Source: an optimization exercise on an open RTL-to-GDS flow (aim: small area and a short achievable clock period). Production flows keep margins and buffers that such runs may drop. The RTL was checked by simulation tests, not by an equivalence proof against the original design.

## wip/yarrow
// arith_encoder
module arith_encoder #(
  parameter int SYMBOL_WIDTH = 4
) (
  input  logic                    general_clk,
  input  logic                    reset,
  input  logic                    in_valid,
  input  logic [15:0]             fl,
  input  logic [15:0]             fh,
  input  logic [SYMBOL_WIDTH-1:0] symbol,
  input  logic [SYMBOL_WIDTH:0]   nsyms,
  input  logic                    bool_mode,
  output logic                    out_valid,
  output logic [15:0]             range_out,
  output logic [23:0]             low_out,
  output logic [4:0]              cnt_out,
  output logic [1:0]              bit_flag,
  output logic [15:0]             out_bit_1,
  output logic [15:0]             out_bit_2
);
  logic        p_x, p_en, p_z;
  logic        p_s;
  logic [9:0]  p_m2n;
  logic [5:0]  p_k;
  logic [9:0]  p_nn;
  logic [4:0]  p_o2;
  logic [15:0] add_next;
  logic [3:0]  d_q;
  pipeline_control u_control (
    .general_clk (general_clk),
    .reset       (reset),
    .in_valid    (in_valid),
    .out_valid   (out_valid)
  );
  ...
export LEC_CHECK = 0
export ABC_AREA = 1
export CAP_MARGIN = 20
export CORE_MARGIN = 2
export CORE_UTILIZATION = 55
export CTS_BUF_LIST = sky130_fd_sc_hd__clkbuf_8
export PLACE_DENSITY = 0.7
export SETUP_SLACK_MARGIN = 2.5
export SLEW_MARGIN = 20
create_clock -name core_clock -period 9.0 [get_ports {general_clk}]
standard.sh (not shown) runs the stock make flow with config.mk's settings and CLKGATE_MAP_FILE= SYNTH_SCRIPT=/design/flow/synth_recipe.tcl, a recipe that flattens the netlist after the stock synthesis.
==> flow/flow/run.sh <==
#!/bin/bash
# The standard layout with three changes: synthesis skips the quick ABC pass
# inside Yosys's synth (the final ABC mapping still runs), adders use Yosys's
# Sklansky carry network instead of Kogge-Stone, and the ports get the
# smallest buffer instead of the delay buffer that buffer_ports picks by
# default. All output goes to run_standard.log in this folder; ORFS keeps its
# own logs under orfs/logs.
set -euo pipefail
export SYNTH_ARGS="-noabc"
export SYNTH_OPERATIONS_ARGS="-extra-map +/choices/sklansky.v"
export BUFFER_PORTS_ARGS="-buffer_cell sky130_fd_sc_hd__buf_1"
bash standard.sh > run_standard.log 2>&1
Setup changes, wip/yarrow to wip/nickel
# wip/yarrow
export LEC_CHECK = 0
export ABC_AREA = 1
export CAP_MARGIN = 20
export CORE_MARGIN = 2
export CORE_UTILIZATION = 55
export CTS_BUF_LIST = sky130_fd_sc_hd__clkbuf_8
export PLACE_DENSITY = 0.7
export SETUP_SLACK_MARGIN = 2.5
export SLEW_MARGIN = 20
create_clock -name core_clock -period 9.0 [get_ports {general_clk}]
# wip/nickel
export LEC_CHECK = 0
export ABC_AREA = 1
export CAP_MARGIN = 20
export CORE_MARGIN = 2
export CORE_UTILIZATION = 40
export CTS_BUF_LIST = sky130_fd_sc_hd__clkbuf_8
export PLACE_DENSITY = 0.7
export SETUP_SLACK_MARGIN = 3.0
export SLEW_MARGIN = 20
create_clock -name core_clock -period 9.0 [get_ports {general_clk}]
Findings:
- wip/nickel against wip/yarrow; final cell count is up by a little under 10%.
- Looking at worst setup path startpoint, the u_stage_2.range_q[12]$_SDFF_PP0_ result is from wip/nickel; the u_stage_2.range_q[13]$_SDFF_PP0_ one comes from wip/yarrow.
- In wip/nickel the fraction of cell area in non-clock buffers turned out 2.2 points higher than in wip/yarrow.
- For routed wire length, dividing the value from wip/yarrow by the value from wip/nickel gives 0.948.
> inputs changed (wip/nickel -> wip/garnet)
# wip/nickel
export LEC_CHECK = 0
export ABC_AREA = 1
export CAP_MARGIN = 20
export CORE_MARGIN = 2
export CORE_UTILIZATION = 40
export CTS_BUF_LIST = sky130_fd_sc_hd__clkbuf_8
export PLACE_DENSITY = 0.7
export SETUP_SLACK_MARGIN = 3.0
export SLEW_MARGIN = 20
create_clock -name core_clock -period 9.0 [get_ports {general_clk}]
# wip/garnet
export LEC_CHECK = 0
export ABC_AREA = 1
export CAP_MARGIN = 20
export CORE_MARGIN = 2
export CORE_UTILIZATION = 40
export CTS_BUF_LIST = sky130_fd_sc_hd__clkbuf_8
export SETUP_SLACK_MARGIN = 2.75
export SLEW_MARGIN = 20
create_clock -name core_clock -period 9.0 [get_ports {general_clk}]
Notes after the runs:
- wip/garnet reached the final stage; the timing, design-rule and antenna checks on its layout passed.
- wip/garnet: worst hold slack is 0.049 ns lower than what wip/nickel reported.
- The final reports for wip/garnet and wip/nickel show ratio of routed vias to standard cells lower in the former.
- wip/garnet — final area 510 um^2 lower, wip/nickel as reference
Here is what was changed in the inputs of wip/cedar compared with wip/garnet.
# wip/garnet
export LEC_CHECK = 0
export ABC_AREA = 1
export CAP_MARGIN = 20
export CORE_MARGIN = 2
export CORE_UTILIZATION = 40
export CTS_BUF_LIST = sky130_fd_sc_hd__clkbuf_8
export SETUP_SLACK_MARGIN = 2.75
export SLEW_MARGIN = 20
create_clock -name core_clock -period 9.0 [get_ports {general_clk}]
# wip/cedar
export LEC_CHECK = 0
export ABC_AREA = 1
export CAP_MARGIN = 20
export CORE_MARGIN = 2
export CORE_UTILIZATION = 40
export CTS_BUF_LIST = sky130_fd_sc_hd__clkbuf_8
export SETUP_SLACK_MARGIN = 3.1
export SLEW_MARGIN = 20
create_clock -name core_clock -period 9.0 [get_ports {general_clk}]
==> summary.txt <==
- wip/cedar: layout net count is 1.4% higher than what wip/garnet reported.
- Compared with wip/garnet, wip/cedar shows period utilization lower by 1.3 points.
- In the flow results for wip/cedar and wip/garnet, the worst hold slack is larger on wip/cedar.
- Global-route usage in wip/cedar is 0.54 points above wip/garnet.
- Of wip/cedar and wip/garnet, wip/garnet shows the lower post-CTS setup repair buffer count, with wip/cedar above it.
- STATUS tightest slew margin relative to the limit: wip/cedar loses against wip/garnet
- Reported for wip/cedar and wip/garnet, remaining antenna violation count turned out identical to the last digit.
- wip/cedar has more setup slack than wip/garnet.
The following lists how wip/fjord was set up differently from wip/cedar:
# wip/cedar
export LEC_CHECK = 0
export ABC_AREA = 1
export CAP_MARGIN = 20
export CORE_MARGIN = 2
export CORE_UTILIZATION = 40
export CTS_BUF_LIST = sky130_fd_sc_hd__clkbuf_8
export SETUP_SLACK_MARGIN = 3.1
export SLEW_MARGIN = 20
create_clock -name core_clock -period 9.0 [get_ports {general_clk}]
# wip/fjord
export LEC_CHECK = 0
export ABC_AREA = 1
export CAP_MARGIN = 20
export CORE_MARGIN = 2
export CORE_UTILIZATION = 40
export CTS_BUF_LIST = sky130_fd_sc_hd__clkbuf_8
export SETUP_SLACK_MARGIN = 2.9
export SLEW_MARGIN = 20
create_clock -name core_clock -period 9.0 [get_ports {general_clk}]
[summary]
Fraction of final layout cells with drive strength greater than 1 delta for wip/fjord relative to wip/cedar: 4.5 points lower. The final reports for wip/fjord and wip/cedar show total length of routed met3 wires lower in the former. Changes observed in wip/fjord relative to wip/cedar: non-clock buffer total of the final layout fell 14, register cell area after layout went down about 0.44%.


Another version of the RTL of arith_encoder (not shown whole).
Size: about 1700 cells after synthesis, about 84 flip-flops, about 130 I/O pins.
// arith_encoder
module arith_encoder #(
  parameter int SYMBOL_WIDTH = 4
) (
  input  logic                    general_clk,
  input  logic                    reset,
  input  logic                    in_valid,
  input  logic [15:0]             fl,
  input  logic [15:0]             fh,
  input  logic [SYMBOL_WIDTH-1:0] symbol,
  input  logic [SYMBOL_WIDTH:0]   nsyms,
  input  logic                    bool_mode,
  output logic                    out_valid,
  output logic [15:0]             range_out,
  output logic [23:0]             low_out,
  output logic [4:0]              cnt_out,
  output logic [1:0]              bit_flag,
  output logic [15:0]             out_bit_1,
  output logic [15:0]             out_bit_2
);
clock: 9.0 ns
lec_check: 0
abc_area: 1
cap_margin: 20
core_margin: 2
core_utilization: 40
cts_buf_list: sky130_fd_sc_hd__clkbuf_8
setup_slack_margin: 3.2
slew_margin: 20
Scripts as last shown in full above: flow/flow/run.sh
The baseline went through all stages and came out clean.
Then changed:
SETUP_SLACK_MARGIN = 3.0   (was 3.2)
TNS_END_PERCENT = 60   (was not set)
Die area stays the same.
Area after synthesis does not change.
Worst setup slack gets worse by 0.086 ns.
Clock-buffer cell count is unchanged.
Then changed:
TNS_END_PERCENT = not set   (was 60)
Effect: Global-route usage does not change. Critical path depth is unchanged. Cell area stays the same. Via count stays the same. Count of clock-buffer cells in the layout does not change.
Then changed:
SETUP_SLACK_MARGIN = 3.1   (was 3.0)
The changed run completed with no timing, DRC or antenna violations.
Global-route usage climbs by 0.15 points.
Cell count climbs by 0.33%.
Maximum frequency climbs by 1.0%.
Core utilization climbs by 0.45 points.

static timing again, ports no longer ideal:
The results above use ideal ports. As a check the final layouts listed here were re-extracted and re-timed, cells and wires unchanged.
Step 1, drivers: a clkbuf_16 drives general_clk and a buf_2 each remaining input, both assumed.
Step 2 moves the port delays by t, midway between the first and last clock arrival at a register: inputs arrive t later, outputs are due t later. That takes back most of the time a late clock gives input paths.
Slacks: no drivers / after step 1 / after step 2; pairs: no drivers / after step 1.
run | t, ns | setup WS [ns] | clock arrival spread, ns
wip/yarrow | 0.427 | 2.831 / 2.831 / 2.632 | 0.029 / 0.029
wip/nickel | 0.411 | 3.198 / 3.198 / 2.944 | 0.016 / 0.015
wip/garnet | 0.419 | 3.054 / 3.054 / 2.821 | 0.015 / 0.015
wip/cedar | 0.421 | 3.171 / 3.171 / 2.955 | 0.016 / 0.016
wip/fjord | 0.416 | 3.221 / 3.221 / 3.047 | 0.013 / 0.013
the first run of note 2 | 0.423 | 3.300 / 3.300 / 3.267 | 0.023 / 0.023
the second run of note 2 | 0.423 | 3.214 / 3.214 / 3.098 | 0.019 / 0.020
the third run of note 2 | 0.423 | 3.214 / 3.214 / 3.098 | 0.019 / 0.020
the fourth run of note 2 | 0.422 | 3.272 / 3.272 / 3.061 | 0.020 / 0.021
After both steps every run listed still meets setup and hold. For wip/nickel, which loses most, drivers alone change the setup slack by 0.000 ns; drivers and shift together by -0.254 ns.
